What follows belongs to an exercise in optimizing a design on an open flow for small area; a production flow would make more cautious choices. In this exercise RTL edits were held to simulation tests only and were not proved equivalent to the original. Power is estimated from default activity; no workload was simulated.

`design/flow/design.v`:
```
`timescale 1ns/100ps
module pixel_color_stage(video_on, pixel_x, pixel_y, lit, white);
  input video_on;
  wire video_on;
  input [10:0] pixel_x;
  wire [10:0] pixel_x;
  input [10:0] pixel_y;
  wire [10:0] pixel_y;
  output lit;
  wire lit;
  output white;
  wire white;
  wire _0000_;
  wire _0001_;
  wire _0002_;
  wire _0003_;
  wire _0004_;
  wire _0005_;
  wire _0006_;
  wire _0007_;
  wire _0008_;
  wire _0009_;
  wire _0010_;
  wire _0011_;
  wire _0012_;
  wire _0013_;
  wire _0014_;
  wire _0015_;
  wire _0016_;
  wire _0017_;
  wire _0018_;
  wire _0019_;
  wire _0020_;
  wire _0021_;
  wire _0022_;
  wire _0023_;
  wire _0024_;
  wire _0025_;
  wire _0026_;
  wire _0027_;
  wire _0028_;
  wire _0029_;
  wire _0030_;
  wire _0031_;
  wire _0032_;
  wire _0033_;
  wire _0034_;
  wire _0035_;
  wire _0036_;
  wire _0037_;
  wire _0038_;
  wire _0039_;
  wire _0040_;
  wire _0041_;
  wire _0042_;
  wire _0043_;
  wire _0044_;
  wire _0045_;
  wire _0046_;
  wire _0047_;
  wire _0048_;
  wire _0049_;
  wire _0050_;
  wire _0051_;
  wire _0052_;
  wire _0053_;
  wire _0054_;
  wire _0055_;
  wire _0056_;
  wire _0057_;
  wire _0058_;
  wire _0059_;
  wire _0060_;
  wire _0061_;
  wire _0062_;
  wire _0063_;
  wire _0064_;
  wire _0065_;
  wire _0066_;
  wire _0067_;
  wire _0068_;
  wire _0069_;
  wire _0070_;
  wire _0071_;
  wire _0072_;
  wire _0073_;
  wire _0074_;
  wire _0075_;
  wire _0076_;
  wire _0077_;
  wire _0078_;
  wire _0079_;
  wire _0080_;
  wire _0081_;
  wire _0082_;
  wire _0083_;
  wire _0084_;
  wire _0085_;
  wire _0086_;
  wire _0087_;
  wire _0088_;
  wire _0089_;
  wire _0090_;
  wire _0091_;
  wire _0092_;
  wire _0093_;
  wire _0094_;
  wire _0095_;
  wire _0096_;
  wire _0097_;
  wire _0098_;
  wire _0099_;
  wire _0100_;
  wire _0101_;
  wire _0102_;
  wire _0103_;
  wire _0104_;
  wire _0105_;
  wire _0106_;
  wire _0107_;
  wire _0108_;
  wire _0109_;
  wire _0110_;
  wire _0111_;
  wire _0112_;
  wire _0113_;
  wire _0114_;
  wire _0115_;
  wire _0116_;
  wire _0117_;
  wire _0118_;
  wire _0119_;
  wire _0120_;
  wire _0121_;
  wire _0122_;
  wire _0123_;
  wire _0124_;
  wire _0125_;
  wire _0126_;
  wire _0127_;
  wire _0128_;
  wire _0129_;
  wire _0130_;
  wire _0131_;
  wire _0132_;
  wire _0133_;
  wire _0134_;
  wire _0135_;
  wire _0136_;
  wire _0137_;
  wire _0138_;
  wire _0139_;
  wire _0140_;
  wire _0141_;
  wire _0142_;
  wire _0143_;
  wire _0144_;
  wire _0145_;
  wire _0146_;
  wire _0147_;
  wire _0148_;
  wire _0149_;
  wire _0150_;
  wire _0151_;
  wire _0152_;
  wire _0153_;
  wire _0154_;
  wire _0155_;
  wire _0156_;
  wire _0157_;
  wire _0158_;
  wire _0159_;
  wire _0160_;
  wire _0161_;
  wire _0162_;
  wire _0163_;
  wire _0164_;
  wire _0165_;
  wire _0166_;
  wire _0167_;
  wire _0168_;
  wire _0169_;
  wire _0170_;
  wire _0171_;
  wire _0172_;
  wire _0173_;
  wire _0174_;
  wire _0175_;
  wire _0176_;
  wire _0177_;
  wire _0178_;
  wire _0179_;
  wire _0180_;
  wire _0181_;
  wire _0182_;
  wire _0183_;
  wire _0184_;
  wire _0185_;
  wire _0186_;
  wire _0187_;
  wire _0188_;
  wire _0189_;
  wire _0190_;
  wire _0191_;
  wire _0192_;
  wire _0193_;
  wire _0194_;
  wire _0195_;
  wire _0196_;
  wire _0197_;
  wire _0198_;
  wire _0199_;
  wire _0200_;
  wire _0201_;
  wire _0202_;
  wire _0203_;
  wire _0204_;
  wire _0205_;
  wire _0206_;
  wire _0207_;
  wire _0208_;
  wire _0209_;
  wire _0210_;
  wire _0211_;
  wire _0212_;
  wire _0213_;
  wire _0214_;
  wire _0215_;
  wire _0216_;
  wire _0217_;
  wire _0218_;
  wire _0219_;
  wire _0220_;
  wire _0221_;
  wire _0222_;
  wire _0223_;
  wire _0224_;
  wire _0225_;
  wire _0226_;
  wire _0227_;
  wire _0228_;
  wire _0229_;
  wire _0230_;
  wire _0231_;
  wire _0232_;
  wire _0233_;
  wire _0234_;
  wire _0235_;
  wire _0236_;
  wire _0237_;
  wire _0238_;
  wire _0239_;
  wire _0240_;
  wire _0241_;
  wire _0242_;
  wire _0243_;
  wire _0244_;
  wire _0245_;
  wire _0246_;
  wire _0247_;
  wire _0248_;
  wire _0249_;
  wire _0250_;
  wire _0251_;
  wire _0252_;
  wire _0253_;
  wire _0254_;
  wire _0255_;
  wire _0256_;
  wire _0257_;
  wire _0258_;
  wire _0259_;
  wire _0260_;
  wire _0261_;
  wire _0262_;
  wire _0263_;
  wire _0264_;
  wire _0265_;
  wire _0266_;
  wire _0267_;
  wire _0268_;
  wire _0269_;
  wire _0270_;
  wire _0271_;
  wire _0272_;
  wire _0273_;
  wire _0274_;
  wire _0275_;
  wire _0276_;
  wire _0277_;
  wire _0278_;
  wire _0279_;
  wire _0280_;
  wire _0281_;
  wire _0282_;
  wire _0283_;
  wire _0284_;
  wire _0285_;
  wire _0286_;
  wire _0287_;
  wire _0288_;
  wire _0289_;
  wire _0290_;
  wire _0291_;
  wire _0292_;
  wire _0293_;
  wire _0294_;
  wire _0295_;
  wire _0296_;
  wire _0297_;
  wire _0298_;
  wire _0299_;
  wire _0300_;
  wire _0301_;
  wire _0302_;
  wire _0303_;
  wire _0304_;
  wire _0305_;
  wire _0306_;
  wire _0307_;
  wire _0308_;
  wire _0309_;
  wire _0310_;
  wire _0311_;
  wire _0312_;
  wire _0313_;
  wire _0314_;
  wire _0315_;
  wire _0316_;
  wire _0317_;
  wire _0318_;
  wire _0319_;
  wire _0320_;
  wire _0321_;
  wire _0322_;
  wire _0323_;
  wire _0324_;
  wire _0325_;
  wire _0326_;
  wire _0327_;
  wire _0328_;
  wire _0329_;
  wire _0330_;
  wire _0331_;
  wire _0332_;
  wire _0333_;
  wire _0334_;
  wire _0335_;
  wire _0336_;
  wire _0337_;
  wire _0338_;
  wire _0339_;
  wire _0340_;
  wire _0341_;
  wire _0342_;
  wire _0343_;
  wire _0344_;
  wire _0345_;
  wire _0346_;
  wire _0347_;
  wire _0348_;
  wire _0349_;
  wire _0350_;
  wire _0351_;
  wire _0352_;
  wire _0353_;
  wire _0354_;
  wire _0355_;
  wire _0356_;
  wire _0357_;
  wire _0358_;
  wire _0359_;
  wire _0360_;
  wire _0361_;
  wire _0362_;
  wire _0363_;
  wire _0364_;
  wire _0365_;
  wire _0366_;
  wire _0367_;
  wire _0368_;
  wire _0369_;
  wire _0370_;
  wire _0371_;
  wire _0372_;
  wire _0373_;
  wire _0374_;
  wire _0375_;
  wire _0376_;
  wire _0377_;
  wire _0378_;
  wire _0379_;
  wire _0380_;
  wire _0381_;
  wire _0382_;
  wire _0383_;
  wire _0384_;
  wire _0385_;
  wire _0386_;
  wire _0387_;
  wire _0388_;
  wire _0389_;
  wire _0390_;
  wire _0391_;
  wire _0392_;
  wire _0393_;
  wire _0394_;
  wire _0395_;
  wire _0396_;
  wire _0397_;
  wire _0398_;
  wire _0399_;
  wire _0400_;
  wire _0401_;
  wire _0402_;
  wire _0403_;
  wire _0404_;
  wire _0405_;
  wire _0406_;
  wire _0407_;
  wire _0408_;
  wire _0409_;
  wire _0410_;
  wire _0411_;
  wire _0412_;
  wire _0413_;
  wire _0414_;
  wire _0415_;
  wire _0416_;
  wire _0417_;
  wire _0418_;
  wire _0419_;
  wire _0420_;
  wire _0421_;
  wire _0422_;
  wire _0423_;
  wire _0424_;
  wire _0425_;
  wire _0426_;
  wire _0427_;
  wire _0428_;
  wire _0429_;
  wire _0430_;
  wire _0431_;
  wire _0432_;
  wire _0433_;
  wire _0434_;
  wire _0435_;
  wire _0436_;
  wire _0437_;
  wire _0438_;
  wire _0439_;
  wire _0440_;
  wire _0441_;
  wire _0442_;
  wire _0443_;
  wire _0444_;
  wire _0445_;
  wire _0446_;
  wire _0447_;
  wire _0448_;
  wire _0449_;
  wire _0450_;
  wire _0451_;
  wire _0452_;
  wire _0453_;
  wire _0454_;
  wire _0455_;
  wire _0456_;
  wire _0457_;
  wire _0458_;
  wire _0459_;
  wire _0460_;
  wire _0461_;
  wire _0462_;
  wire _0463_;
  wire _0464_;
  wire _0465_;
  wire _0466_;
  wire _0467_;
  wire _0468_;
  wire _0469_;
  wire _0470_;
  wire _0471_;
  wire _0472_;
  wire _0473_;
  wire _0474_;
  wire _0475_;
  wire _0476_;
  wire _0477_;
  wire _0478_;
  wire _0479_;
  wire _0480_;
  wire _0481_;
  wire _0482_;
  wire _0483_;
  wire _0484_;
  wire _0485_;
  wire _0486_;
  wire _0487_;
  wire _0488_;
  wire _0489_;
  wire _0490_;
  wire _0491_;
  wire _0492_;
  wire _0493_;
  wire _0494_;
  wire _0495_;
  wire _0496_;
  wire _0497_;
  wire _0498_;
  wire _0499_;
  wire _0500_;
  wire _0501_;
  wire _0502_;
  wire _0503_;
  wire _0504_;
  wire _0505_;
  wire _0506_;
  wire _0507_;
  wire _0508_;
  wire _0509_;
  wire _0510_;
  wire _0511_;
  wire _0512_;
  wire _0513_;
  wire _0514_;
  wire _0515_;
  wire _0516_;
  wire _0517_;
  wire _0518_;
  wire _0519_;
  wire _0520_;
  wire _0521_;
  wire _0522_;
  wire _0523_;
  wire _0524_;
  wire _0525_;
  wire _0526_;
  wire _0527_;
  wire _0528_;
  wire _0529_;
  wire _0530_;
  wire _0531_;
  wire _0532_;
  wire _0533_;
  wire _0534_;
  wire _0535_;
  wire _0536_;
  wire _0537_;
  wire _0538_;
  wire _0539_;
  wire _0540_;
  wire _0541_;
  wire _0542_;
  wire _0543_;
  wire _0544_;
  wire _0545_;
  wire _0546_;
  wire _0547_;
  wire _0548_;
  wire _0549_;
  wire _0550_;
  wire _0551_;
  wire _0552_;
  wire _0553_;
  wire _0554_;
  wire _0555_;
  wire _0556_;
  wire _0557_;
  wire _0558_;
  wire _0559_;
  wire _0560_;
  wire _0561_;
  wire _0562_;
  wire _0563_;
  wire _0564_;
  wire _0565_;
  wire _0566_;
  wire _0567_;
  wire _0568_;
  wire _0569_;
  wire _0570_;
  wire _0571_;
  wire _0572_;
  wire _0573_;
  wire _0574_;
  wire _0575_;
  wire _0576_;
  wire _0577_;
  wire _0578_;
  wire _0579_;
  wire _0580_;
  wire _0581_;
  wire _0582_;
  wire _0583_;
  wire _0584_;
  wire _0585_;
  wire _0586_;
  wire _0587_;
  wire _0588_;
  wire _0589_;
  wire _0590_;
  wire _0591_;
  wire _0592_;
  wire _0593_;
  wire _0594_;
  wire _0595_;
  wire _0596_;
  wire _0597_;
  wire _0598_;
  wire _0599_;
  wire _0600_;
  wire _0601_;
  wire _0602_;
  wire _0603_;
  wire _0604_;
  wire _0605_;
  wire _0606_;
  wire _0607_;
  wire _0608_;
  wire _0609_;
  wire _0610_;
  wire _0611_;
  wire _0612_;
  wire _0613_;
  wire _0614_;
  wire _0615_;
  wire _0616_;
  wire _0617_;
  wire _0618_;
  wire _0619_;
  wire _0620_;
  wire _0621_;
  wire _0622_;
  wire _0623_;
  wire _0624_;
  wire _0625_;
  wire _0626_;
  wire _0627_;
  wire _0628_;
  wire _0629_;
  wire _0630_;
  wire _0631_;
  wire _0632_;
  wire _0633_;
  wire _0634_;
  wire _0635_;
  wire _0636_;
  wire _0637_;
  wire _0638_;
  wire _0639_;
  wire _0640_;
  wire _0641_;
  wire _0642_;
  wire _0643_;
  wire _0644_;
  wire _0645_;
  wire _0646_;
  wire _0647_;
  wire _0648_;
  wire _0649_;
  wire _0650_;
  wire _0651_;
  wire _0652_;
  wire _0653_;
  wire _0654_;
  wire _0655_;
  wire _0656_;
  wire _0657_;
  wire _0658_;
  wire _0659_;
  wire _0660_;
  wire _0661_;
  wire _0662_;
  wire _0663_;
  wire _0664_;
  wire _0665_;
  wire _0666_;
  wire _0667_;
  wire _0668_;
  wire _0669_;
  wire _0670_;
  wire _0671_;
  wire _0672_;
  wire _0673_;
  wire _0674_;
  wire _0675_;
  wire _0676_;
  wire _0677_;
  wire _0678_;
  wire _0679_;
  wire _0680_;
  wire _0681_;
  wire _0682_;
  wire _0683_;
  wire _0684_;
  wire _0685_;
  wire _0686_;
  wire _0687_;
  wire _0688_;
  wire _0689_;
  wire _0690_;
  wire _0691_;
  wire _0692_;
  wire _0693_;
  wire _0694_;
  wire _0695_;
  wire _0696_;
  wire _0697_;
  wire _0698_;
  wire _0699_;
  wire _0700_;
  wire _0701_;
  wire _0702_;
  wire _0703_;
  wire _0704_;
  wire _0705_;
  wire _0706_;
  wire _0707_;
  wire _0708_;
  wire _0709_;
  wire _0710_;
  wire _0711_;
  wire _0712_;
  wire _0713_;
  wire _0714_;
  wire _0715_;
  wire _0716_;
  wire _0717_;
  wire _0718_;
  wire _0719_;
  wire _0720_;
  assign _0159_ = ~pixel_x[3];
  assign _0170_ = ~pixel_x[4];
  assign _0181_ = _0170_ & _0159_;
  assign _0192_ = ~_0181_;
  assign _0203_ = pixel_x[4] & pixel_x[3];
  assign _0214_ = ~_0203_;
  assign _0225_ = _0214_ & _0192_;
  assign _0236_ = ~_0225_;
  assign _0247_ = ~pixel_x[2];
  assign _0258_ = ~pixel_x[1];
  assign _0269_ = _0258_ & _0247_;
  assign _0280_ = _0269_ & _0170_;
  assign _0291_ = ~_0280_;
  assign _0302_ = pixel_x[1] & pixel_x[2];
  assign _0313_ = _0302_ & pixel_x[4];
  assign _0324_ = ~_0313_;
  assign _0335_ = _0324_ & _0291_;
  assign _0346_ = ~pixel_x[6];
  assign _0357_ = _0346_ & _0159_;
  assign _0368_ = ~_0357_;
  assign _0379_ = pixel_x[6] & pixel_x[3];
  assign _0390_ = ~_0379_;
  assign _0401_ = _0390_ & _0368_;
  assign _0412_ = ~_0401_;
  assign _0423_ = _0412_ & _0335_;
  assign _0434_ = ~_0423_;
  assign _0445_ = _0434_ & _0236_;
  assign _0456_ = ~pixel_x[5];
  assign _0467_ = ~pixel_x[0];
  assign _0478_ = _0258_ & _0467_;
  assign _0489_ = ~_0478_;
  assign _0500_ = _0489_ & pixel_x[2];
  assign _0511_ = ~_0500_;
  assign _0522_ = _0511_ & _0456_;
  assign _0533_ = ~_0522_;
  assign _0544_ = pixel_x[1] & pixel_x[0];
  assign _0555_ = ~_0544_;
  assign _0566_ = _0555_ & _0247_;
  assign _0577_ = ~_0566_;
  assign _0588_ = _0577_ & pixel_x[5];
  assign _0599_ = ~_0588_;
  assign _0610_ = _0599_ & _0533_;
  assign _0621_ = ~_0610_;
  assign _0632_ = _0621_ & _0445_;
  assign _0643_ = pixel_y[4] & pixel_y[3];
  assign _0654_ = ~_0643_;
  assign _0665_ = ~pixel_y[4];
  assign _0676_ = ~pixel_y[2];
  assign _0687_ = pixel_y[0] & pixel_y[1];
  assign _0696_ = ~_0687_;
  assign _0697_ = _0696_ & _0676_;
  assign _0698_ = ~_0697_;
  assign _0699_ = _0698_ & _0665_;
  assign _0700_ = ~pixel_y[5];
  assign _0701_ = pixel_y[2] & pixel_y[3];
  assign _0702_ = _0701_ & pixel_y[1];
  assign _0703_ = ~_0702_;
  assign _0704_ = _0703_ & _0700_;
  assign _0705_ = _0704_ & _0699_;
  assign _0706_ = ~_0705_;
  assign _0707_ = _0706_ & _0654_;
  assign _0708_ = ~_0707_;
  assign _0709_ = _0708_ & _0632_;
  assign _0710_ = ~_0709_;
  assign _0711_ = _0665_ & pixel_y[6];
  assign _0712_ = ~_0711_;
  assign _0713_ = ~_0632_;
  assign _0714_ = _0478_ & _0247_;
  assign _0715_ = ~_0714_;
  assign _0716_ = _0544_ & pixel_x[2];
  assign _0717_ = ~_0716_;
  assign _0718_ = _0717_ & _0715_;
  assign _0719_ = _0718_ & _0423_;
  assign _0720_ = ~_0719_;
  assign _0000_ = _0720_ & _0713_;
  assign _0001_ = _0170_ & _0456_;
  assign _0002_ = ~_0001_;
  assign _0003_ = pixel_x[4] & pixel_x[5];
  assign _0004_ = ~_0003_;
  assign _0005_ = _0004_ & _0002_;
  assign _0006_ = _0005_ & _0445_;
  assign _0007_ = ~_0006_;
  assign _0008_ = ~pixel_y[1];
  assign _0009_ = _0676_ & _0008_;
  assign _0010_ = ~_0009_;
  assign _0011_ = _0687_ & pixel_y[2];
  assign _0012_ = ~_0011_;
  assign _0013_ = _0012_ & _0010_;
  assign _0014_ = ~pixel_y[3];
  assign _0015_ = _0014_ & pixel_y[6];
  assign _0016_ = _0015_ & _0013_;
  assign _0017_ = ~_0016_;
  assign _0018_ = _0017_ & _0007_;
  assign _0019_ = ~_0018_;
  assign _0020_ = pixel_x[4] & _0456_;
  assign _0021_ = _0247_ & _0159_;
  assign _0022_ = ~_0021_;
  assign _0023_ = _0022_ & _0020_;
  assign _0024_ = ~_0023_;
  assign _0025_ = pixel_x[2] & pixel_x[3];
  assign _0026_ = ~_0025_;
  assign _0027_ = _0170_ & pixel_x[5];
  assign _0028_ = _0027_ & _0026_;
  assign _0029_ = ~_0028_;
  assign _0030_ = _0029_ & _0024_;
  assign _0031_ = ~_0030_;
  assign _0032_ = _0676_ & _0014_;
  assign _0033_ = ~_0032_;
  assign _0034_ = ~pixel_y[0];
  assign _0035_ = _0008_ & _0014_;
  assign _0036_ = _0035_ & _0034_;
  assign _0037_ = ~_0036_;
  assign _0038_ = _0037_ & _0033_;
  assign _0039_ = ~_0701_;
  assign _0040_ = _0039_ & _0665_;
  assign _0041_ = _0040_ & _0038_;
  assign _0042_ = ~_0041_;
  assign _0043_ = _0042_ & _0017_;
  assign _0044_ = ~_0043_;
  assign _0045_ = _0044_ & _0031_;
  assign _0046_ = ~_0045_;
  assign _0047_ = _0046_ & _0019_;
  assign _0048_ = _0047_ & _0000_;
  assign _0049_ = ~_0048_;
  assign _0050_ = _0049_ & _0712_;
  assign _0051_ = ~_0050_;
  assign _0052_ = _0051_ & _0710_;
  assign _0053_ = ~_0052_;
  assign _0054_ = ~_0000_;
  assign _0055_ = ~pixel_y[6];
  assign _0056_ = pixel_y[4] & _0055_;
  assign _0057_ = ~_0056_;
  assign _0058_ = _0057_ & _0039_;
  assign _0059_ = ~_0058_;
  assign _0060_ = _0059_ & _0236_;
  assign _0061_ = ~_0060_;
  assign _0062_ = _0045_ & _0019_;
  assign _0063_ = ~_0062_;
  assign _0064_ = _0063_ & _0061_;
  assign _0065_ = ~_0064_;
  assign _0066_ = _0065_ & _0054_;
  assign _0067_ = ~_0066_;
  assign _0068_ = _0665_ & pixel_y[3];
  assign _0069_ = _0068_ & _0013_;
  assign _0070_ = ~_0069_;
  assign _0071_ = _0032_ & _0008_;
  assign _0072_ = ~_0071_;
  assign _0073_ = _0072_ & _0039_;
  assign _0074_ = ~_0073_;
  assign _0075_ = _0074_ & pixel_y[6];
  assign _0076_ = ~_0075_;
  assign _0077_ = _0700_ & _0055_;
  assign _0078_ = ~_0077_;
  assign _0079_ = _0078_ & _0703_;
  assign _0080_ = _0079_ & _0076_;
  assign _0081_ = ~_0080_;
  assign _0082_ = _0081_ & pixel_y[4];
  assign _0083_ = ~_0082_;
  assign _0084_ = _0083_ & _0070_;
  assign _0085_ = _0084_ & _0067_;
  assign _0086_ = _0085_ & _0053_;
  assign _0087_ = ~_0086_;
  assign _0088_ = pixel_y[4] & _0700_;
  assign _0089_ = _0088_ & _0701_;
  assign _0090_ = ~_0089_;
  assign _0091_ = pixel_y[5] & pixel_y[6];
  assign _0092_ = ~_0091_;
  assign _0093_ = _0092_ & _0078_;
  assign _0094_ = _0093_ & _0090_;
  assign _0095_ = ~_0094_;
  assign _0096_ = ~_0445_;
  assign _0097_ = ~_0038_;
  assign _0098_ = _0097_ & pixel_y[4];
  assign _0099_ = ~_0098_;
  assign _0100_ = _0071_ & _0034_;
  assign _0101_ = ~_0100_;
  assign _0102_ = ~_0035_;
  assign _0103_ = _0102_ & _0033_;
  assign _0104_ = _0103_ & _0711_;
  assign _0105_ = ~_0104_;
  assign _0106_ = _0698_ & pixel_y[3];
  assign _0107_ = ~_0106_;
  assign _0108_ = _0107_ & _0105_;
  assign _0109_ = _0108_ & _0101_;
  assign _0110_ = _0109_ & _0099_;
  assign _0111_ = ~_0110_;
  assign _0112_ = _0111_ & _0096_;
  assign _0113_ = ~_0112_;
  assign _0114_ = _0113_ & _0031_;
  assign _0115_ = ~_0114_;
  assign _0116_ = _0111_ & _0030_;
  assign _0117_ = ~_0116_;
  assign _0118_ = ~_0103_;
  assign _0119_ = _0118_ & pixel_y[4];
  assign _0120_ = ~_0119_;
  assign _0121_ = ~_0088_;
  assign _0122_ = _0103_ & _0121_;
  assign _0123_ = ~_0122_;
  assign _0124_ = _0123_ & _0120_;
  assign _0125_ = _0124_ & _0117_;
  assign _0126_ = _0125_ & _0115_;
  assign _0127_ = ~_0126_;
  assign _0128_ = _0127_ & _0095_;
  assign _0129_ = ~_0128_;
  assign _0130_ = _0159_ & _0456_;
  assign _0131_ = ~_0130_;
  assign _0132_ = _0131_ & _0002_;
  assign _0133_ = _0132_ & _0346_;
  assign _0134_ = ~_0133_;
  assign _0135_ = _0192_ & pixel_x[5];
  assign _0136_ = ~_0135_;
  assign _0137_ = _0136_ & pixel_x[6];
  assign _0138_ = ~_0137_;
  assign _0139_ = _0138_ & _0134_;
  assign _0140_ = ~_0139_;
  assign _0141_ = ~pixel_x[10];
  assign _0142_ = video_on & _0141_;
  assign _0143_ = ~pixel_y[10];
  assign _0144_ = ~pixel_y[9];
  assign _0145_ = _0144_ & _0143_;
  assign _0146_ = _0145_ & _0142_;
  assign _0147_ = ~pixel_x[7];
  assign _0148_ = _0147_ & pixel_x[8];
  assign _0149_ = ~pixel_x[9];
  assign _0150_ = ~pixel_y[8];
  assign _0151_ = pixel_y[7] & _0150_;
  assign _0152_ = _0151_ & _0149_;
  assign _0153_ = _0152_ & _0148_;
  assign _0154_ = _0153_ & _0146_;
  assign _0155_ = _0154_ & _0140_;
  assign _0156_ = _0155_ & _0129_;
  assign white = _0156_ & _0087_;
  assign _0157_ = _0014_ & _0055_;
  assign _0158_ = ~_0157_;
  assign _0160_ = _0158_ & pixel_y[1];
  assign _0161_ = ~_0160_;
  assign _0162_ = pixel_y[4] & pixel_y[6];
  assign _0163_ = ~_0162_;
  assign _0164_ = _0163_ & _0035_;
  assign _0165_ = ~_0164_;
  assign _0166_ = _0165_ & _0161_;
  assign _0167_ = ~_0166_;
  assign _0168_ = pixel_y[0] & pixel_y[6];
  assign _0169_ = ~_0168_;
  assign _0171_ = _0169_ & pixel_y[2];
  assign _0172_ = ~_0171_;
  assign _0173_ = _0168_ & _0676_;
  assign _0174_ = ~_0173_;
  assign _0175_ = _0034_ & _0055_;
  assign _0176_ = ~_0175_;
  assign _0177_ = _0176_ & _0174_;
  assign _0178_ = _0177_ & _0172_;
  assign _0179_ = ~_0178_;
  assign _0180_ = _0179_ & _0167_;
  assign _0182_ = ~_0180_;
  assign _0183_ = _0100_ & _0665_;
  assign _0184_ = _0183_ & pixel_y[5];
  assign _0185_ = ~_0184_;
  assign _0186_ = _0088_ & _0038_;
  assign _0187_ = ~_0186_;
  assign _0188_ = _0187_ & _0185_;
  assign _0189_ = _0176_ & _0676_;
  assign _0190_ = ~_0189_;
  assign _0191_ = _0190_ & _0188_;
  assign _0193_ = ~_0191_;
  assign _0194_ = ~_0188_;
  assign _0195_ = _0194_ & _0173_;
  assign _0196_ = ~_0195_;
  assign _0197_ = _0172_ & _0166_;
  assign _0198_ = _0197_ & _0196_;
  assign _0199_ = _0198_ & _0193_;
  assign _0200_ = ~_0199_;
  assign _0201_ = _0200_ & _0182_;
  assign _0202_ = ~_0201_;
  assign _0204_ = _0202_ & pixel_x[0];
  assign _0205_ = _0068_ & _0700_;
  assign _0206_ = _0205_ & _0698_;
  assign _0207_ = ~_0206_;
  assign _0208_ = ~_0699_;
  assign _0209_ = _0014_ & pixel_y[5];
  assign _0210_ = _0209_ & _0208_;
  assign _0211_ = ~_0210_;
  assign _0212_ = _0211_ & _0078_;
  assign _0213_ = _0212_ & _0110_;
  assign _0215_ = ~_0213_;
  assign _0216_ = _0215_ & _0207_;
  assign _0217_ = ~_0216_;
  assign _0218_ = _0217_ & pixel_x[2];
  assign _0219_ = ~_0218_;
  assign _0220_ = _0216_ & _0247_;
  assign _0221_ = ~_0220_;
  assign _0222_ = _0221_ & _0219_;
  assign _0223_ = _0676_ & _0700_;
  assign _0224_ = ~_0223_;
  assign _0226_ = _0224_ & pixel_y[3];
  assign _0227_ = _0226_ & _0202_;
  assign _0228_ = ~_0227_;
  assign _0229_ = _0213_ & _0708_;
  assign _0230_ = ~_0229_;
  assign _0231_ = _0697_ & pixel_y[4];
  assign _0232_ = ~_0231_;
  assign _0233_ = _0232_ & _0707_;
  assign _0234_ = _0233_ & _0215_;
  assign _0235_ = ~_0234_;
  assign _0237_ = _0235_ & _0230_;
  assign _0238_ = _0237_ & _0228_;
  assign _0239_ = _0238_ & pixel_x[1];
  assign _0240_ = _0201_ & _0467_;
  assign _0241_ = ~_0240_;
  assign _0242_ = _0241_ & _0239_;
  assign _0243_ = ~_0242_;
  assign _0244_ = _0243_ & _0222_;
  assign _0245_ = ~_0244_;
  assign _0246_ = _0245_ & _0204_;
  assign _0248_ = ~_0246_;
  assign _0249_ = _0107_ & _0057_;
  assign _0250_ = ~_0249_;
  assign _0251_ = _0643_ & _0055_;
  assign _0252_ = ~_0251_;
  assign _0253_ = _0252_ & _0250_;
  assign _0254_ = ~_0253_;
  assign _0255_ = _0254_ & _0105_;
  assign _0256_ = _0255_ & _0159_;
  assign _0257_ = ~_0256_;
  assign _0259_ = ~_0255_;
  assign _0260_ = _0259_ & pixel_x[3];
  assign _0261_ = ~_0260_;
  assign _0262_ = _0261_ & _0257_;
  assign _0263_ = ~_0262_;
  assign _0264_ = _0216_ & pixel_x[2];
  assign _0265_ = _0264_ & _0263_;
  assign _0266_ = ~_0265_;
  assign _0267_ = ~_0264_;
  assign _0268_ = _0267_ & _0262_;
  assign _0270_ = ~_0268_;
  assign _0271_ = _0270_ & _0266_;
  assign _0272_ = ~_0271_;
  assign _0273_ = _0236_ & pixel_y[3];
  assign _0274_ = ~_0273_;
  assign _0275_ = pixel_x[4] & _0014_;
  assign _0276_ = ~_0275_;
  assign _0277_ = _0276_ & _0274_;
  assign _0278_ = _0277_ & _0665_;
  assign _0279_ = ~_0278_;
  assign _0281_ = _0277_ & pixel_x[5];
  assign _0282_ = ~_0281_;
  assign _0283_ = _0282_ & pixel_y[4];
  assign _0284_ = ~_0283_;
  assign _0285_ = _0284_ & _0279_;
  assign _0286_ = _0285_ & _0272_;
  assign _0287_ = _0286_ & _0248_;
  assign _0288_ = ~_0287_;
  assign _0289_ = ~_0238_;
  assign _0290_ = _0289_ & _0258_;
  assign _0292_ = _0290_ & _0240_;
  assign _0293_ = ~_0292_;
  assign _0294_ = _0026_ & pixel_y[4];
  assign _0295_ = _0294_ & pixel_x[4];
  assign _0296_ = ~_0295_;
  assign _0297_ = ~_0020_;
  assign _0298_ = ~_0294_;
  assign _0299_ = _0298_ & _0297_;
  assign _0300_ = ~_0299_;
  assign _0301_ = _0300_ & _0296_;
  assign _0303_ = _0301_ & _0271_;
  assign _0304_ = _0303_ & _0293_;
  assign _0305_ = _0304_ & _0245_;
  assign _0306_ = ~_0305_;
  assign _0307_ = _0306_ & _0288_;
  assign _0308_ = ~_0307_;
  assign _0309_ = ~_0222_;
  assign _0310_ = ~_0290_;
  assign _0311_ = _0310_ & _0272_;
  assign _0312_ = _0311_ & _0309_;
  assign _0314_ = ~_0312_;
  assign _0315_ = _0314_ & _0700_;
  assign _0316_ = _0315_ & _0308_;
  assign _0317_ = ~_0316_;
  assign _0318_ = _0001_ & _0258_;
  assign _0319_ = ~_0318_;
  assign _0320_ = _0025_ & _0489_;
  assign _0321_ = ~_0320_;
  assign _0322_ = _0321_ & _0001_;
  assign _0323_ = ~_0322_;
  assign _0325_ = ~_0269_;
  assign _0326_ = _0203_ & pixel_x[5];
  assign _0327_ = _0326_ & _0325_;
  assign _0328_ = ~_0327_;
  assign _0329_ = _0328_ & _0323_;
  assign _0330_ = ~_0183_;
  assign _0331_ = _0280_ & _0467_;
  assign _0332_ = ~_0331_;
  assign _0333_ = _0332_ & _0135_;
  assign _0334_ = ~_0333_;
  assign _0336_ = _0103_ & pixel_y[4];
  assign _0337_ = ~_0336_;
  assign _0338_ = _0337_ & _0334_;
  assign _0339_ = _0338_ & _0330_;
  assign _0340_ = ~_0339_;
  assign _0341_ = _0340_ & _0055_;
  assign _0342_ = ~_0341_;
  assign _0343_ = _0342_ & _0329_;
  assign _0344_ = _0343_ & _0319_;
  assign _0345_ = _0344_ & _0317_;
  assign _0347_ = ~_0345_;
  assign _0348_ = _0130_ & _0467_;
  assign _0349_ = _0348_ & _0318_;
  assign _0350_ = ~_0349_;
  assign _0351_ = _0269_ & _0159_;
  assign _0352_ = ~_0351_;
  assign _0353_ = _0352_ & _0003_;
  assign _0354_ = ~_0353_;
  assign _0355_ = ~pixel_x[8];
  assign _0356_ = _0147_ & _0355_;
  assign _0358_ = _0356_ & _0346_;
  assign _0359_ = _0358_ & _0354_;
  assign _0360_ = _0359_ & _0350_;
  assign _0361_ = _0360_ & _0347_;
  assign _0362_ = ~_0361_;
  assign _0363_ = _0362_ & pixel_x[9];
  assign _0364_ = ~_0363_;
  assign _0365_ = ~white;
  assign _0366_ = ~_0068_;
  assign _0367_ = _0366_ & pixel_y[5];
  assign _0369_ = ~_0367_;
  assign _0370_ = ~_0205_;
  assign _0371_ = _0370_ & _0687_;
  assign _0372_ = _0371_ & _0369_;
  assign _0373_ = _0372_ & _0201_;
  assign _0374_ = ~_0373_;
  assign _0375_ = _0697_ & pixel_y[3];
  assign _0376_ = ~_0375_;
  assign _0377_ = _0258_ & pixel_x[0];
  assign _0378_ = ~_0377_;
  assign _0380_ = _0378_ & _0376_;
  assign _0381_ = _0380_ & _0374_;
  assign _0382_ = ~_0381_;
  assign _0383_ = pixel_x[2] & pixel_y[4];
  assign _0384_ = ~_0383_;
  assign _0385_ = _0247_ & _0665_;
  assign _0386_ = ~_0385_;
  assign _0387_ = _0386_ & _0384_;
  assign _0388_ = _0387_ & pixel_y[3];
  assign _0389_ = ~_0388_;
  assign _0391_ = _0389_ & _0033_;
  assign _0392_ = ~_0391_;
  assign _0393_ = ~_0372_;
  assign _0394_ = _0387_ & _0012_;
  assign _0395_ = ~_0394_;
  assign _0396_ = _0395_ & _0393_;
  assign _0397_ = _0396_ & _0392_;
  assign _0398_ = ~_0397_;
  assign _0399_ = ~_0387_;
  assign _0400_ = _0399_ & _0030_;
  assign _0402_ = ~_0400_;
  assign _0403_ = _0387_ & _0031_;
  assign _0404_ = ~_0403_;
  assign _0405_ = _0404_ & _0544_;
  assign _0406_ = _0405_ & _0402_;
  assign _0407_ = ~_0406_;
  assign _0408_ = _0407_ & _0398_;
  assign _0409_ = ~_0408_;
  assign _0410_ = _0409_ & _0382_;
  assign _0411_ = ~_0410_;
  assign _0413_ = _0031_ & pixel_x[1];
  assign _0414_ = ~_0413_;
  assign _0415_ = ~_0005_;
  assign _0416_ = _0415_ & _0258_;
  assign _0417_ = ~_0416_;
  assign _0418_ = _0417_ & _0414_;
  assign _0419_ = _0418_ & _0389_;
  assign _0420_ = ~_0419_;
  assign _0421_ = ~_0418_;
  assign _0422_ = _0399_ & _0014_;
  assign _0424_ = ~_0422_;
  assign _0425_ = _0424_ & _0421_;
  assign _0426_ = ~_0425_;
  assign _0427_ = _0426_ & _0420_;
  assign _0428_ = _0159_ & pixel_y[5];
  assign _0429_ = ~_0428_;
  assign _0430_ = pixel_x[3] & _0700_;
  assign _0431_ = ~_0430_;
  assign _0432_ = _0431_ & _0429_;
  assign _0433_ = _0005_ & _0247_;
  assign _0435_ = ~_0433_;
  assign _0436_ = _0435_ & _0384_;
  assign _0437_ = ~_0436_;
  assign _0438_ = _0437_ & _0432_;
  assign _0439_ = ~_0438_;
  assign _0440_ = ~_0432_;
  assign _0441_ = _0436_ & _0440_;
  assign _0442_ = ~_0441_;
  assign _0443_ = _0442_ & _0439_;
  assign _0444_ = ~_0443_;
  assign _0446_ = _0444_ & _0427_;
  assign _0447_ = _0446_ & _0381_;
  assign _0448_ = ~_0447_;
  assign _0449_ = _0427_ & _0409_;
  assign _0450_ = ~_0449_;
  assign _0451_ = _0450_ & _0443_;
  assign _0452_ = ~_0451_;
  assign _0453_ = _0452_ & _0448_;
  assign _0454_ = _0453_ & _0411_;
  assign _0455_ = ~_0454_;
  assign _0457_ = _0294_ & pixel_y[5];
  assign _0458_ = ~_0457_;
  assign _0459_ = _0458_ & _0055_;
  assign _0460_ = ~_0459_;
  assign _0461_ = _0460_ & _0456_;
  assign _0462_ = ~_0461_;
  assign _0463_ = _0181_ & _0247_;
  assign _0464_ = _0463_ & _0162_;
  assign _0465_ = ~_0464_;
  assign _0466_ = _0203_ & pixel_y[6];
  assign _0468_ = _0466_ & _0386_;
  assign _0469_ = ~_0468_;
  assign _0470_ = _0469_ & _0465_;
  assign _0471_ = _0470_ & _0462_;
  assign _0472_ = _0471_ & _0455_;
  assign _0473_ = _0472_ & _0130_;
  assign _0474_ = ~_0473_;
  assign _0475_ = _0136_ & _0355_;
  assign _0476_ = ~_0475_;
  assign _0477_ = _0476_ & _0474_;
  assign _0479_ = ~_0477_;
  assign _0480_ = _0479_ & pixel_x[7];
  assign _0481_ = _0202_ & _0467_;
  assign _0482_ = ~_0481_;
  assign _0483_ = _0482_ & pixel_x[1];
  assign _0484_ = ~_0483_;
  assign _0485_ = _0484_ & _0238_;
  assign _0486_ = ~_0485_;
  assign _0487_ = _0202_ & _0478_;
  assign _0488_ = ~_0487_;
  assign _0490_ = _0488_ & _0221_;
  assign _0491_ = _0490_ & _0486_;
  assign _0492_ = ~_0491_;
  assign _0493_ = _0492_ & _0219_;
  assign _0494_ = _0493_ & _0262_;
  assign _0495_ = ~_0494_;
  assign _0496_ = ~_0493_;
  assign _0497_ = _0496_ & _0263_;
  assign _0498_ = ~_0497_;
  assign _0499_ = ~_0239_;
  assign _0501_ = _0202_ & pixel_x[4];
  assign _0502_ = ~_0501_;
  assign _0503_ = _0502_ & _0241_;
  assign _0504_ = ~_0503_;
  assign _0505_ = _0504_ & _0499_;
  assign _0506_ = ~_0505_;
  assign _0507_ = _0506_ & _0311_;
  assign _0508_ = ~_0507_;
  assign _0509_ = _0310_ & _0204_;
  assign _0510_ = ~_0509_;
  assign _0512_ = _0262_ & _0258_;
  assign _0513_ = ~_0512_;
  assign _0514_ = _0513_ & _0238_;
  assign _0515_ = ~_0514_;
  assign _0516_ = _0124_ & _0170_;
  assign _0517_ = ~_0516_;
  assign _0518_ = _0517_ & _0566_;
  assign _0519_ = ~_0518_;
  assign _0520_ = _0519_ & _0192_;
  assign _0521_ = _0520_ & _0515_;
  assign _0523_ = _0521_ & _0510_;
  assign _0524_ = ~_0523_;
  assign _0525_ = _0524_ & _0508_;
  assign _0526_ = ~_0204_;
  assign _0527_ = _0217_ & _0526_;
  assign _0528_ = ~_0527_;
  assign _0529_ = _0528_ & _0525_;
  assign _0530_ = _0529_ & _0498_;
  assign _0531_ = ~_0530_;
  assign _0532_ = _0531_ & _0214_;
  assign _0534_ = ~_0532_;
  assign _0535_ = _0534_ & _0495_;
  assign _0536_ = ~_0535_;
  assign _0537_ = _0525_ & _0170_;
  assign _0538_ = ~_0537_;
  assign _0539_ = _0032_ & _0665_;
  assign _0540_ = ~_0539_;
  assign _0541_ = _0714_ & _0159_;
  assign _0542_ = ~_0541_;
  assign _0543_ = _0542_ & _0003_;
  assign _0545_ = ~_0543_;
  assign _0546_ = _0545_ & _0540_;
  assign _0547_ = ~_0546_;
  assign _0548_ = _0547_ & _0700_;
  assign _0549_ = ~_0548_;
  assign _0550_ = _0367_ & _0106_;
  assign _0551_ = ~_0550_;
  assign _0552_ = _0551_ & _0549_;
  assign _0553_ = _0552_ & _0055_;
  assign _0554_ = _0553_ & _0538_;
  assign _0556_ = _0554_ & _0536_;
  assign _0557_ = ~_0556_;
  assign _0558_ = ~_0463_;
  assign _0559_ = _0716_ & _0203_;
  assign _0560_ = ~_0559_;
  assign _0561_ = _0560_ & _0456_;
  assign _0562_ = _0561_ & _0558_;
  assign _0563_ = _0562_ & _0557_;
  assign _0564_ = ~_0563_;
  assign _0565_ = _0564_ & _0480_;
  assign _0567_ = ~_0565_;
  assign _0568_ = _0577_ & pixel_x[3];
  assign _0569_ = ~_0568_;
  assign _0570_ = _0569_ & _0355_;
  assign _0571_ = ~_0570_;
  assign _0572_ = ~_0348_;
  assign _0573_ = _0572_ & pixel_x[7];
  assign _0574_ = _0573_ & _0571_;
  assign _0575_ = _0574_ & _0337_;
  assign _0576_ = ~_0575_;
  assign _0578_ = ~_0552_;
  assign _0579_ = _0136_ & _0599_;
  assign _0580_ = ~_0579_;
  assign _0581_ = _0580_ & _0578_;
  assign _0582_ = ~_0581_;
  assign _0583_ = _0582_ & _0356_;
  assign _0584_ = ~_0583_;
  assign _0585_ = _0584_ & _0576_;
  assign _0586_ = ~_0585_;
  assign _0587_ = ~_0132_;
  assign _0589_ = _0587_ & _0335_;
  assign _0590_ = ~_0589_;
  assign _0591_ = _0590_ & _0586_;
  assign _0592_ = ~_0591_;
  assign _0593_ = _0148_ & _0192_;
  assign _0594_ = _0593_ & _0332_;
  assign _0595_ = ~_0594_;
  assign _0596_ = _0595_ & _0592_;
  assign _0597_ = ~_0596_;
  assign _0598_ = _0597_ & _0188_;
  assign _0600_ = ~_0598_;
  assign _0601_ = _0334_ & _0148_;
  assign _0602_ = _0601_ & _0194_;
  assign _0603_ = ~_0602_;
  assign _0604_ = _0319_ & pixel_x[8];
  assign _0605_ = ~_0604_;
  assign _0606_ = _0605_ & pixel_x[7];
  assign _0607_ = ~_0606_;
  assign _0608_ = _0607_ & _0329_;
  assign _0609_ = _0608_ & _0603_;
  assign _0611_ = ~_0609_;
  assign _0612_ = pixel_x[7] & pixel_x[8];
  assign _0613_ = _0612_ & _0577_;
  assign _0614_ = ~_0613_;
  assign _0615_ = ~_0356_;
  assign _0616_ = _0615_ & _0353_;
  assign _0617_ = _0616_ & _0614_;
  assign _0618_ = ~_0617_;
  assign _0619_ = _0618_ & _0611_;
  assign _0620_ = ~_0619_;
  assign _0622_ = _0620_ & _0600_;
  assign _0623_ = ~_0622_;
  assign _0624_ = _0623_ & pixel_x[6];
  assign _0625_ = _0624_ & _0567_;
  assign _0626_ = ~_0625_;
  assign _0627_ = _0480_ & _0343_;
  assign _0628_ = ~_0627_;
  assign _0629_ = _0463_ & _0456_;
  assign _0630_ = ~_0629_;
  assign _0631_ = _0545_ & pixel_x[7];
  assign _0633_ = ~_0631_;
  assign _0634_ = ~_0574_;
  assign _0635_ = _0634_ & _0149_;
  assign _0636_ = _0635_ & _0633_;
  assign _0637_ = ~_0636_;
  assign _0638_ = _0637_ & _0630_;
  assign _0639_ = _0429_ & _0170_;
  assign _0640_ = ~_0639_;
  assign _0641_ = _0640_ & _0022_;
  assign _0642_ = ~_0641_;
  assign _0644_ = _0642_ & _0558_;
  assign _0645_ = _0644_ & _0459_;
  assign _0646_ = ~_0645_;
  assign _0647_ = _0646_ & _0472_;
  assign _0648_ = ~_0647_;
  assign _0649_ = _0648_ & pixel_x[8];
  assign _0650_ = ~_0649_;
  assign _0651_ = _0650_ & _0638_;
  assign _0652_ = _0651_ & _0628_;
  assign _0653_ = ~_0652_;
  assign _0655_ = _0188_ & _0021_;
  assign _0656_ = ~_0655_;
  assign _0657_ = ~_0329_;
  assign _0658_ = _0194_ & _0022_;
  assign _0659_ = ~_0658_;
  assign _0660_ = _0659_ & _0657_;
  assign _0661_ = _0660_ & _0656_;
  assign _0662_ = ~_0661_;
  assign _0663_ = _0662_ & pixel_x[7];
  assign _0664_ = ~_0663_;
  assign _0666_ = ~_0638_;
  assign _0667_ = _0337_ & _0188_;
  assign _0668_ = ~_0667_;
  assign _0669_ = _0668_ & pixel_x[8];
  assign _0670_ = ~_0669_;
  assign _0671_ = _0670_ & _0666_;
  assign _0672_ = ~_0671_;
  assign _0673_ = _0672_ & _0561_;
  assign _0674_ = _0673_ & _0664_;
  assign _0675_ = ~_0674_;
  assign _0677_ = _0675_ & _0346_;
  assign _0678_ = _0677_ & _0653_;
  assign _0679_ = ~_0678_;
  assign _0680_ = _0162_ & _0702_;
  assign _0681_ = ~_0680_;
  assign _0682_ = ~_0093_;
  assign _0683_ = _0252_ & _0682_;
  assign _0684_ = ~_0683_;
  assign _0685_ = ~pixel_y[7];
  assign _0686_ = _0685_ & pixel_y[8];
  assign _0688_ = _0686_ & _0146_;
  assign _0689_ = _0688_ & _0684_;
  assign _0690_ = _0689_ & _0681_;
  assign _0691_ = _0690_ & _0679_;
  assign _0692_ = _0691_ & _0626_;
  assign _0693_ = ~_0692_;
  assign _0694_ = _0693_ & _0365_;
  assign _0695_ = ~_0694_;
  assign lit = _0695_ & _0364_;
endmodule
`timescale 1ns/100ps
module game_over_screen
(
    input  logic        clk,
    input  logic        arst_n,
    input  logic        video_on,
    input  logic [10:0] pixel_x,
    input  logic [10:0] pixel_y,
    output logic [4:0]  vga_rgb
);
    logic lit_d;             
    logic white_d;           
    logic lit_q;             
    logic white_q;
    logic lit_o;             
    logic white_o;
    pixel_color_stage u_pix (
        .video_on (video_on),
        .pixel_x  (pixel_x),
        .pixel_y  (pixel_y),
        .lit      (lit_d),
        .white    (white_d)
    );
    always_ff @(posedge clk or negedge arst_n) begin
        if (!arst_n) begin
            lit_q   <= 1'b0;
            white_q <= 1'b0;
            lit_o   <= 1'b0;
            white_o <= 1'b0;
        end else begin
            lit_q   <= lit_d;
            white_q <= white_d;
            lit_o   <= lit_q;
            white_o <= white_q;
        end
    end
    assign vga_rgb = {lit_o, lit_o, white_o, white_o, white_o};
endmodule
```
`design/flow/flow/run.sh`:
```
#!/bin/bash
# Standard ORFS layout (the standard.sh), with these changes to how it is made:
#  - synthesis maps the gate netlist with each ABC script in flow/abc_scripts.txt and
#    keeps the smallest mapping (flow/synth.tcl), and leaves adders as plain
#    gates for ABC instead of half/full adder cells (ADDER_MAP_FILE empty),
#  - the ports are buffered with the smallest buffer (buf_1).
# The tools' full logs are under orfs/logs; make's own output is in standard.log.
set -euo pipefail
here=$(pwd)
sed "s|@ABC_SCRIPTS@|$here/flow/abc_scripts.txt|" flow/synth.tcl > $here/synth_custom.tcl
bash standard.sh \
    SYNTH_SCRIPT=$here/synth_custom.tcl \
    ADDER_MAP_FILE= \
    "BUFFER_PORTS_ARGS=-buffer_cell sky130_fd_sc_hd__buf_1" \
    finish > standard.log 2>&1
```
`design/flow/flow/abc_scripts.txt`:
```
# One ABC mapping script per line: "name: command; command; ..."
a1: strash; dch -f; amap; mfs3 -a; topo
a2: strash; amap; mfs3 -a; topo
a3: strash; dch -f; map -a; topo
a4: strash; &get -n; &dch -f; &nf -R 1000; &put; mfs3 -a; topo
a5: strash; dch -f; map -a; amap; mfs3 -a; topo
a6: strash; dch -f; amap -F 40 -A 40 -C 1000; mfs3 -a; topo
a7: strash; dch -f; amap; mfs3 -a; strash; dch -f; amap -F 40 -A 40 -C 1000; mfs3 -a; topo
a8: strash; dc2; dch -f; amap -F 40 -A 40 -C 1000; mfs3 -a; topo
a9: strash; dch -f; amap -F 100 -A 100 -C 2000; mfs3 -a; topo
b1: strash; &get -n; &dch -f; &nf -R 1000; &put; mfs3 -a; strash; dch -f; amap -F 40 -A 40 -C 1000; mfs3 -a; topo
b2: strash; dch -f; amap -F 40 -A 40 -C 1000; mfs3 -a; mfs3 -ae; topo
c1: strash; &get -n; &dc2; &put; dch -f; amap; mfs3 -a; topo
c2: strash; &get -n; &syn2; &put; dch -f; amap; mfs3 -a; topo
c3: strash; balance; rewrite; refactor; balance; rewrite -z; refactor -z; balance; dch -f; amap; mfs3 -a; topo
c4: strash; &get -n; &dch -f; &nf -R 1000; &put; mfs3 -a; topo
c5: strash; fraig; dch -f; amap; mfs3 -a; topo
c6: strash; &get -n; &dc2; &dc2; &put; dch -f; amap -F 40 -A 40 -C 1000; mfs3 -a; topo
c7: strash; resub -K 8; resub -K 10 -N 2; dch -f; amap; mfs3 -a; topo
c8: strash; &get -n; &dch -f; &if -K 6 -a; &mfs; &st; &put; dch -f; amap; mfs3 -a; topo
c9: strash; dch; amap; mfs3 -a; topo
d1: strash; amap -F 40 -A 40 -C 1000; mfs3 -a; topo
d2: strash; dch -f; amap -F 10 -A 10 -C 500; mfs3 -a; topo
d3: strash; dch -f; amap -F 200 -A 200 -C 5000; mfs3 -a; topo
d4: strash; dch -f -p; amap; mfs3 -a; topo
d5: strash; &get -n; &dch -f; &nf -R 1000 -p; &put; mfs3 -a; topo
d6: strash; &get -n; &dch -f -r; &nf -R 1000; &put; mfs3 -a; topo
d7: strash; &get -n; &synch2; &nf -R 1000; &put; mfs3 -a; topo
d8: strash; &get -n; &dch; &nf -R 2000 -a; &put; mfs3 -a; topo
d9: strash; dch -f; amap; mfs3 -a; mfs3 -ae; topo
e1: strash; &get -n; &dc2; &put; strash; &get -n; &dch -f; &nf -R 1000; &put; mfs3 -a; topo
e2: strash; &get -n; &dch -f; &nf -R 1000; &put; mfs3 -a; mfs3 -ae; topo
e3: strash; balance; rewrite; refactor; balance; rewrite -z; refactor -z; balance; &get -n; &dch -f; &nf -R 1000; &put; mfs3 -a; topo
e4: strash; dch -f; amap -F 40 -A 40 -C 1000; mfs3 -a; mfs3 -ae; topo
e5: strash; &get -n; &dch -f; &nf -R 1000 -E 10; &put; mfs3 -a; topo
```
`design/flow/flow/synth.tcl`:
```
# The standard flow's synthesis script (synth_recipe.tcl), with ABC's mapping changed: the
# gate netlist is mapped with each script in flow/abc_scripts.txt (each trial in a yosys
# process of its own, so a script that fails is only skipped), and the
# mapping with the smallest cell area is kept.
proc synth {args} { yosys synth -nofsm -noshare {*}$args }
proc abc {args} {
  set i [lsearch -exact $args -script]
  set dir $::env(OBJECTS_DIR)/abc_trials
  file mkdir $dir
  set scripts {}
  set f [open @ABC_SCRIPTS@ r]
  foreach line [split [read $f] "\n"] {
    set line [string trim $line]
    if { $line eq "" || [string index $line 0] eq "#" } { continue }
    set k [string first ":" $line]
    set name [string trim [string range $line 0 [expr {$k - 1}]]]
    set body [string map {";" "\n"} [string range $line [expr {$k + 1}] end]]
    set g [open $dir/$name.abc w]
    puts $g [string trim $body]
    close $g
    lappend scripts $dir/$name.abc
  }
  close $f
  yosys write_rtlil $dir/pre_abc.il
  set lib_args {}
  foreach lib $::env(LIB_FILES) { lappend lib_args -liberty $lib }
  set best ""
  set best_area 1e12
  set results {}
  foreach s $scripts {
    set name [file rootname [file tail $s]]
    set a2 $args
    lset a2 [expr {$i + 1}] $s
    set cmd "read_rtlil $dir/pre_abc.il; abc $a2; tee -q -o $dir/$name.area stat $lib_args"
    if { [catch { exec yosys -q -l $dir/$name.log -p $cmd } err] } {
      puts "ABC mapping $name failed"
      continue
    }
    set f [open $dir/$name.area r]
    set txt [read $f]
    close $f
    if { ![regexp {Chip area for module[^:]*:\s*([0-9.eE+]+)} $txt -> area] } { continue }
    puts "ABC mapping $name: area $area"
    lappend results [list $s $area]
  }
  # A mapping far smaller than the others has lost logic: never keep one
  # below 70% of the largest result.
  set top 0
  foreach r $results { if { [lindex $r 1] > $top } { set top [lindex $r 1] } }
  foreach r $results {
    lassign $r s area
    if { $area < 0.7 * $top } {
      puts "ABC mapping [file tail $s] ignored (area $area is implausibly small)"
      continue
    }
    if { $area < $best_area } { set best_area $area; set best $s }
  }
  lset args [expr {$i + 1}] $best
  puts "ABC mapping kept: [file tail $best] (area $best_area)"
  yosys abc {*}$args
}
source $::env(SCRIPTS_DIR)/synth.tcl
# left out here: clear keep_hierarchy, flatten, clean up, hide names made inside functions, write 1_2_yosys.v
```
`design/flow/standard.sh`:
```
#!/bin/bash
# synth_recipe.tcl (not shown) runs the flow's synth.tcl, then flattens the netlist and writes it again
# the make line also repeats each setting of config.mk as NAME=value (left out here)
make -C /OpenROAD-flow-scripts/flow DESIGN_CONFIG=/design/flow/config.mk WORK_HOME=/design/flow/orfs CLKGATE_MAP_FILE= SYNTH_SCRIPT=/design/flow/synth_recipe.tcl "${@:-finish}"
```
`design/flow/config.mk`:
```
export PLATFORM = sky130hd
export DESIGN_NAME = game_over_screen
export DESIGN_NICKNAME = game_over_screen
export VERILOG_FILES = /design/flow/design.v
export SDC_FILE = /design/flow/constraint.sdc
export NUM_CORES = 4
export LEC_CHECK = 0
export CAP_MARGIN = 20
export CORE_MARGIN = 2
export CORE_UTILIZATION = 40
export CTS_BUF_LIST = sky130_fd_sc_hd__clkbuf_1
export SLEW_MARGIN = 20
```
`design/flow/constraint.sdc`:
```
create_clock -name core_clock -period 25.0 [get_ports {clk}]
set_input_delay 5.0000 -clock core_clock [delete_from_list [all_inputs] [get_ports {clk}]]
set_output_delay 5.0000 -clock core_clock [all_outputs]
set_load 0.01 [all_outputs]
```
==> results of run 1 <==
state kept, by name (all words and copies together), names as in the netlist:
register	flops
white_q	1
lit_o	1
white_o	1
lit_q	1
kinds of logic after synthesis:
family / Yosys count / share of synthesized area (%)
and+or+nand+nor: 93 / 30.5
xor gates and xnor gates: 8 / 5.07
muxes: 2 / 1.54
buffers and inverters: 14 / 5.16
DFF: 4 / 7.24
AOI/OAI and AO/OA: 109 / 50.5
metal layers:
| metal | vias up | track usage, % | routed length [um] |
|---|---|---|---|
| li1 | 946 | - | - |
| met1 | 900 | 33.6 | 1910 |
| met2 | 140 | 37.9 | 2160 |
| met3 | 14 | 2.34 | 540 |
| met4 | 0 | 7.78 | 81 |
| met5 | - | 0 | 0 |
where the power goes:
part / internal (mW) / total (mW) / switching [mW] / leakage, nW
clock: 0.00197 / 0.00439 / 0.00242 / 0.00354
sequential: 0.00649 / 0.00650 / 0.00000407 / 0.0559
combinational: 0.0112 / 0.0326 / 0.0214 / 0.466
total: 0.0196 / 0.0435 / 0.0238 / 0.526
Yosys cell counts, drive strengths merged (2+ instances only):
master   count  area (um2)
nor2        34         128
o21ai       31         155
nand2       28         105
a21oi       25         125
clkinv       9        33.8
a31oi        8        50.1
nand3        7        35.0
xor2         6        52.6
buf          5        37.5
a211o        4        35.0
a21o         4        30.0
dfrtp        4         100
nand2b       4        25.0
a2111oi      3        26.3
a211oi       3        22.5
a22oi        3        22.5
and2         3        18.8
nor3         3        15.0
nor4         3        18.8
o211ai       3        22.5
o21a         3        22.5
o221ai       3        26.3
o31ai        3        22.5
a21boi       2        15.0
a221oi       2        17.5
and3         2        12.5
o2111ai      2        17.5
o32ai        2        17.5
or2          2        12.5
xnor2        2        17.5
cell type report:
type	instances	area share (%)
Multi-Input combinational cell	212	79.1
Timing Repair Buffer	30	7.60
Sequential cell	4	6.54
Tap cell	46	3.76
Inverter	9	2.21
Clock buffer	3	0.736
worst min-delay path by stage:
stage / endpoint / cells after the start / startpoint / slack, ns
floorplan: lit_o$_DFF_PN0_ / 0 / lit_q$_DFF_PN0_ / 0.33
global placement: lit_o$_DFF_PN0_ / 0 / lit_q$_DFF_PN0_ / 0.33
detailed placement: lit_o$_DFF_PN0_ / 0 / lit_q$_DFF_PN0_ / 0.34
CTS: white_o$_DFF_PN0_ / 0 / white_q$_DFF_PN0_ / 0.36
global route: white_o$_DFF_PN0_ / 0 / white_q$_DFF_PN0_ / 0.36
finish: white_o$_DFF_PN0_ / 0 / white_q$_DFF_PN0_ / 0.35
metrics by stage:
stage / hold WS, ns / util [%] / worst slack, ns / cell area, um2
final: 0.353 / 45.9 / 15.53 / 1530
after global routing: 0.364 / 45.9 / 15.04 / 1530
after CTS: 0.355 / 45.9 / 15.65 / 1530
after detailed placement: 0.336 / 45.5 / 15.42 / 1520
after global placement: 0.332 / 45.5 / 15.55 / 1520
after floorplan: 0.331 / - / 16.53 / 1380
==> flow_summary.yaml, run 1 <==
outcome:
  status: "timing/DRC/antenna clean"
clock_tree:
  cts_resized: 0
  tritoncts.num_buffers: 3
  clock_latency_ns: 0.22
  cts.sinks: 4
  cts.clk_slew.worst_paths_ns: 0.08
  clock_path_buffers: 2
  hold_buffers: 0
  postCtsSetupBuffers: 0
  htreeDepth: 1
  clock-root-buffer: "clkbuf_1"
  cts_tree: "done"
setup_path:
  cp-start-kind: "input pin"
  worst_path_dominant_cell_family: "compound AO/OA/AOI/OAI gates"
  max_stage_delay_ns: 0.62
  crit_type: "input pin to flip-flop"
  regToRegSetupSlack_ns: 24.54
  crit_buf_inv: 1
  arrival_ns: 9.62
  reg2reg_depth: 0
  r2r_end: "white_o$_DFF_PN0_"
  cp_slowest_cell: "a2111oi_0"
  cp_num_cells: 19
  critPathCaptureType: "flip-flop"
  crit_start: "pixel_y[3]"
  crit_required_ns: 25.15
  r2r-start: "white_q$_DFF_PN0_"
  crit_path_max_fanout: 15
  cp_common_cell: "a21oi_1"
  path_cells: "buf_1 -> or2_0 -> a21o_1 -> nor2_1 -> a2111oi_0 -> o211a_1 -> a211o_1 -> o21ai_0 -> a221oi_1 -> nand2_1 -> a211oi_1 -> a21oi_1 -> o221ai_1 -> a22oi_1 -> a2111oi_0 -> nor4_1 -> o221ai_1 -> a21oi_1 -> a21oi_1"
  cp-endpoint: "lit_q$_DFF_PN0_"
route:
  vias: 2000
  drc: 0
  postRouteAntennaNets: 0
  viasPerCell: 6.58
  firstDrtPassIters: 7
  drt-total-wl_mm: 4.70
  drtIter0Drc: 164
  wire_per_inst_um: 15.5
finish:
  layout.nets: 285
  fin_cells: 304
  drive_gt1_share_pct: 0.388
  multi_input_comb_area_um2: 1210
  mostFrequentLayoutCells: "nor2_1 (34), o21ai_0 (31), buf_1 (29), nand2_1 (28), a21oi_1 (25)"
  seq_area_um2: 100
  nFillCells: 371
  diodes: 0
  final_common_cell: "nor2_1"
  syn_to_final_growth_pct: 10.7
timing:
  max_slew_margin_pct: 42.4
  rsz0062_at_grt: "false"
  period_needed_ns: 9.47
  worst_clock_skew_ns: 0.0000242
  setup_viol: 0
  finalSetupTns_ns: 0
  worst_slew_pin_slew_ns: 0.856
  drv_slew: 0
  fmax_mhz: 106
  timing_hold_violations_final: 0
  final.period_utilization_pct: 37.9
placed_design:
  gp_congestion: 0.949
  place_hpwl_mm: 3.63
  dp.cells: 301
  io_buffers: 29
pwr:
  power.density_nw_per_um2: 28.4
  peakVddDrop_v: 0.00000921
  power_uw: 43.5
  p_leak_nw: 0.526
floorplan:
  ioPinCount: 30
  fp.dieH_um: 62.8
  die_area_um2: 3940
  std_cell_rows: 21
  start_util_pct: 41.4
  die_w_um: 62.8
  core_um2: 3340
synth:
  yosysWarningCount: 1
  synthCells: 230
  ys_types: 47
  yosysSeqAreaShare_pct: 7.24
  synth_nets: 255
  syn_area_um2: 1380
  avgSynthCellArea_um2: 6.01
  synthArstFlopShare_pct: 100
  synth_top_flop_cell: "dfrtp_1"
  ys_ff_latch: 4
  synth_edf_count: 0
grt:
  grt_pass1_wl_mm: 7.82
  grt_max_degree: 27
  grt_pass1_vias: 1658
  grt_antenna_before_repair: 0
  grt_remaining_overflow: 0
  grt_usage_pct: 23.8
min_path:
  hold_path_class: "flip-flop to flip-flop"
flow_run:
  drv_cap: 0
==> run 2: changes to the inputs <==
--- a/design/flow/config.mk
+++ b/design/flow/config.mk
@@ -6,7 +6,7 @@
 export NUM_CORES = 4
 export LEC_CHECK = 0
-export CAP_MARGIN = 20
+export CAP_MARGIN = 0
 export CORE_MARGIN = 2
 export CORE_UTILIZATION = 40
 export CTS_BUF_LIST = sky130_fd_sc_hd__clkbuf_1
-export SLEW_MARGIN = 20
+export SLEW_MARGIN = 0
==> flow_summary.yaml, run 2 <==
floorplan:
  fp.dieH_um: 62.8
  core_um2: 3340
  ioPinCount: 30
  start_util_pct: 41.4
  std_cell_rows: 21
  die_area_um2: 3940
  die_w_um: 62.8
placed_design:
  dp_slack_ns: 15.42
  place_hpwl_mm: 3.63
  io_buffers: 29
  gp_congestion: 0.949
clock_tree:
  hold_buffers: 0
  clock_path_buffers: 2
  tritoncts.num_buffers: 3
  htreeDepth: 1
  clock_latency_ns: 0.22
  cts.sinks: 4
  cts.clk_slew.worst_paths_ns: 0.08
  cts_resized: 0
  clock-root-buffer: "clkbuf_1"
  postCtsSetupBuffers: 0
  cts_tree: "done"
timing:
  worst_clock_skew_ns: 0.0000242
  timing_hold_violations_final: 0
  final.period_utilization_pct: 37.9
  finalSetupTns_ns: 0
  setup_ws_ns: 15.53
  rsz0062_at_grt: "false"
  setup_viol: 0
  drv_slew: 0
  hold_ws_ns: 0.353
  period_needed_ns: 9.47
  max_slew_margin_pct: 42.4
  worst_slew_pin_slew_ns: 0.856
  fmax_mhz: 106
min_path:
  min_to: "white_o$_DFF_PN0_"
  hold_path_class: "flip-flop to flip-flop"
  min-delay-start: "white_q$_DFF_PN0_"
  min_path_cells: 0
route:
  drc: 0
  viasPerCell: 6.58
  drtIter0Drc: 164
  wire_per_inst_um: 15.5
  postRouteAntennaNets: 0
  firstDrtPassIters: 7
  drt-total-wl_mm: 4.70
  vias: 2000
synth:
  yosysSeqAreaShare_pct: 7.24
  yosysWarningCount: 1
  synth_edf_count: 0
  synth_top_family_by_area: "compound AO/OA/AOI/OAI gates"
  synth_top_area_share_pct: 11.2
  synthArstFlopShare_pct: 100
  synth.most_common_cell: "nor2_1"
  avgSynthCellArea_um2: 6.01
  ys_top_cells_by_area: "o21ai_0 (11%), nor2_1 (9.2%), a21oi_1 (9.0%)"
  ys_types: 47
  synth_compound_area_share_pct: 50.5
  synthCells: 230
  synthAdderAreaFrac_pct: 0
  synth-simple-area-share_pct: 30.5
  synth_top_flop_cell: "dfrtp_1"
  synth_nets: 255
  synth_common_cells: "nor2_1 (34), o21ai_0 (31), nand2_1 (28), a21oi_1 (25), clkinv_1 (9)"
  yosys-mux-area-fraction_pct: 1.54
  syn_area_um2: 1380
  ys_ff_latch: 4
  synth_xor_area_share_pct: 5.07
  synth.largest_area_cell: "o21ai_0"
setup_path:
  crit_path_max_fanout: 15
  crit_type: "input pin to flip-flop"
  crit_required_ns: 25.15
  r2r_end: "white_o$_DFF_PN0_"
  crit_start: "pixel_y[3]"
  arrival_ns: 9.62
  regToRegSetupSlack_ns: 24.54
  critPathCaptureType: "flip-flop"
  cp-start-kind: "input pin"
  r2r-start: "white_q$_DFF_PN0_"
  reg2reg_depth: 0
finish:
  nFillCells: 371
  layout.nets: 285
  final_common_cell: "nor2_1"
  diodes: 0
  drive_gt1_share_pct: 0.388
  syn_to_final_growth_pct: 10.7
  mostFrequentLayoutCells: "nor2_1 (34), o21ai_0 (31), buf_1 (29), nand2_1 (28), a21oi_1 (25)"
outcome:
  status: "timing/DRC/antenna clean"
grt:
  grt_pass1_vias: 1658
  grt_max_degree: 27
  grt_pass1_wl_mm: 7.82
  grt_antenna_before_repair: 0
  grt_remaining_overflow: 0
  grt_usage_pct: 23.8
pwr:
  power.density_nw_per_um2: 28.4
  peakVddDrop_v: 0.00000921
  p_leak_nw: 0.526
  power_uw: 43.5
flow_run:
  drv_cap: 0
[run 2: stage by stage]
stage	instance area [um2]	util, %	cells
after global placement	1520	45.5	301
after CTS	1530	45.9	304
after detailed placement	1520	45.5	301
after floorplan	1380	-	230
final	1530	45.9	304
after global routing	1530	45.9	304
[run 2: worst max-delay path, stage by stage]
cell and delay, ns:
buf_1 0.42, or2_0 0.34, a21o_1 0.17, nor2_1 0.04
a2111oi_0 0.62, o211a_1 0.33, a211o_1 0.13, o21ai_0 0.25
a221oi_1 0.61, nand2_1 0.15, a211oi_1 0.26, a21oi_1 0.09
o221ai_1 0.08, a22oi_1 0.09, a2111oi_0 0.46, nor4_1 0.10
o221ai_1 0.22, a21oi_1 0.09, a21oi_1 0.15
[run 2: how the worst max path moves through the flow]
stage          cells past startpoint  slack (ns)         endpoint
2_1_floorplan                     17       16.53  lit_q$_DFF_PN0_
3_5_place_dp                      19       15.42  lit_q$_DFF_PN0_
4_1_cts                           19       15.65  lit_q$_DFF_PN0_
6_report                          19       15.53  lit_q$_DFF_PN0_
5_1_grt                           18       15.04  lit_q$_DFF_PN0_
3_3_place_gp                      19       15.55  lit_q$_DFF_PN0_
[run 2: where the power goes]
group / leakage [nW] / switching, mW / internal (mW)
clock network: 0.00354 / 0.00242 / 0.00197
registers: 0.0559 / 0.00000407 / 0.00649
logic: 0.466 / 0.0214 / 0.0112
[run 2: cell families (layout without fill, tap and decap cells)]
family / Yosys count / in the layout
xor+xnor: 8 / 8
mux: 2 / 2
simple gates: 93 / 93
buf+inv: 14 / 42
flops: 4 / 4
compound gates: 109 / 109
[run 2: final cells by class]
class / count / area (um2) / share of cell area (%)
clock buffers: 3 / 11.3 / 0.736
inverters: 9 / 33.8 / 2.21
multi-input cells: 212 / 1210 / 79.1
flip-flops and latches: 4 / 100 / 6.54
well taps: 46 / 57.6 / 3.76
repair buffers: 30 / 116 / 7.60
[run 2: metal layers]
layer / vias to the layer above / GRT usage, % / part of all wire [%]
met5: - / 0 / 0
met2: 140 / 37.9 / 46
met3: 14 / 2.34 / 11
li1: 946 / - / -
met4: 0 / 7.78 / 1.7
met1: 900 / 33.6 / 41

## what the ideal ports hide
The flow's constraints put no driver on any port. The routed layouts listed below were extracted and timed again, unchanged, in two steps. Step 1 sets driving cells, clkbuf_16 on the clock port and buf_2 on the other inputs (assumed; they add their load-dependent delay and slew). Step 2 adds t to the input delays and takes it off the output delays; t is the mean of the earliest and latest rising clock arrival at the registers after step 1. Input paths then give back, and output paths get back, about the clock's delay inside the block. Slacks: ideal ports / drivers / drivers and shift; pairs: ideal ports / drivers.
run | t (ns) | slack for setup (ns) | hold slack, ns | worst setup path after step 2
run 1 | 0.231 | 15.531 / 15.524 / 15.293 | 0.353 / 0.353 / 0.353 | input to register
run 2 | 0.231 | 15.531 / 15.524 / 15.293 | 0.353 / 0.353 / 0.353 | input to register
After both steps every run listed still meets setup and hold.
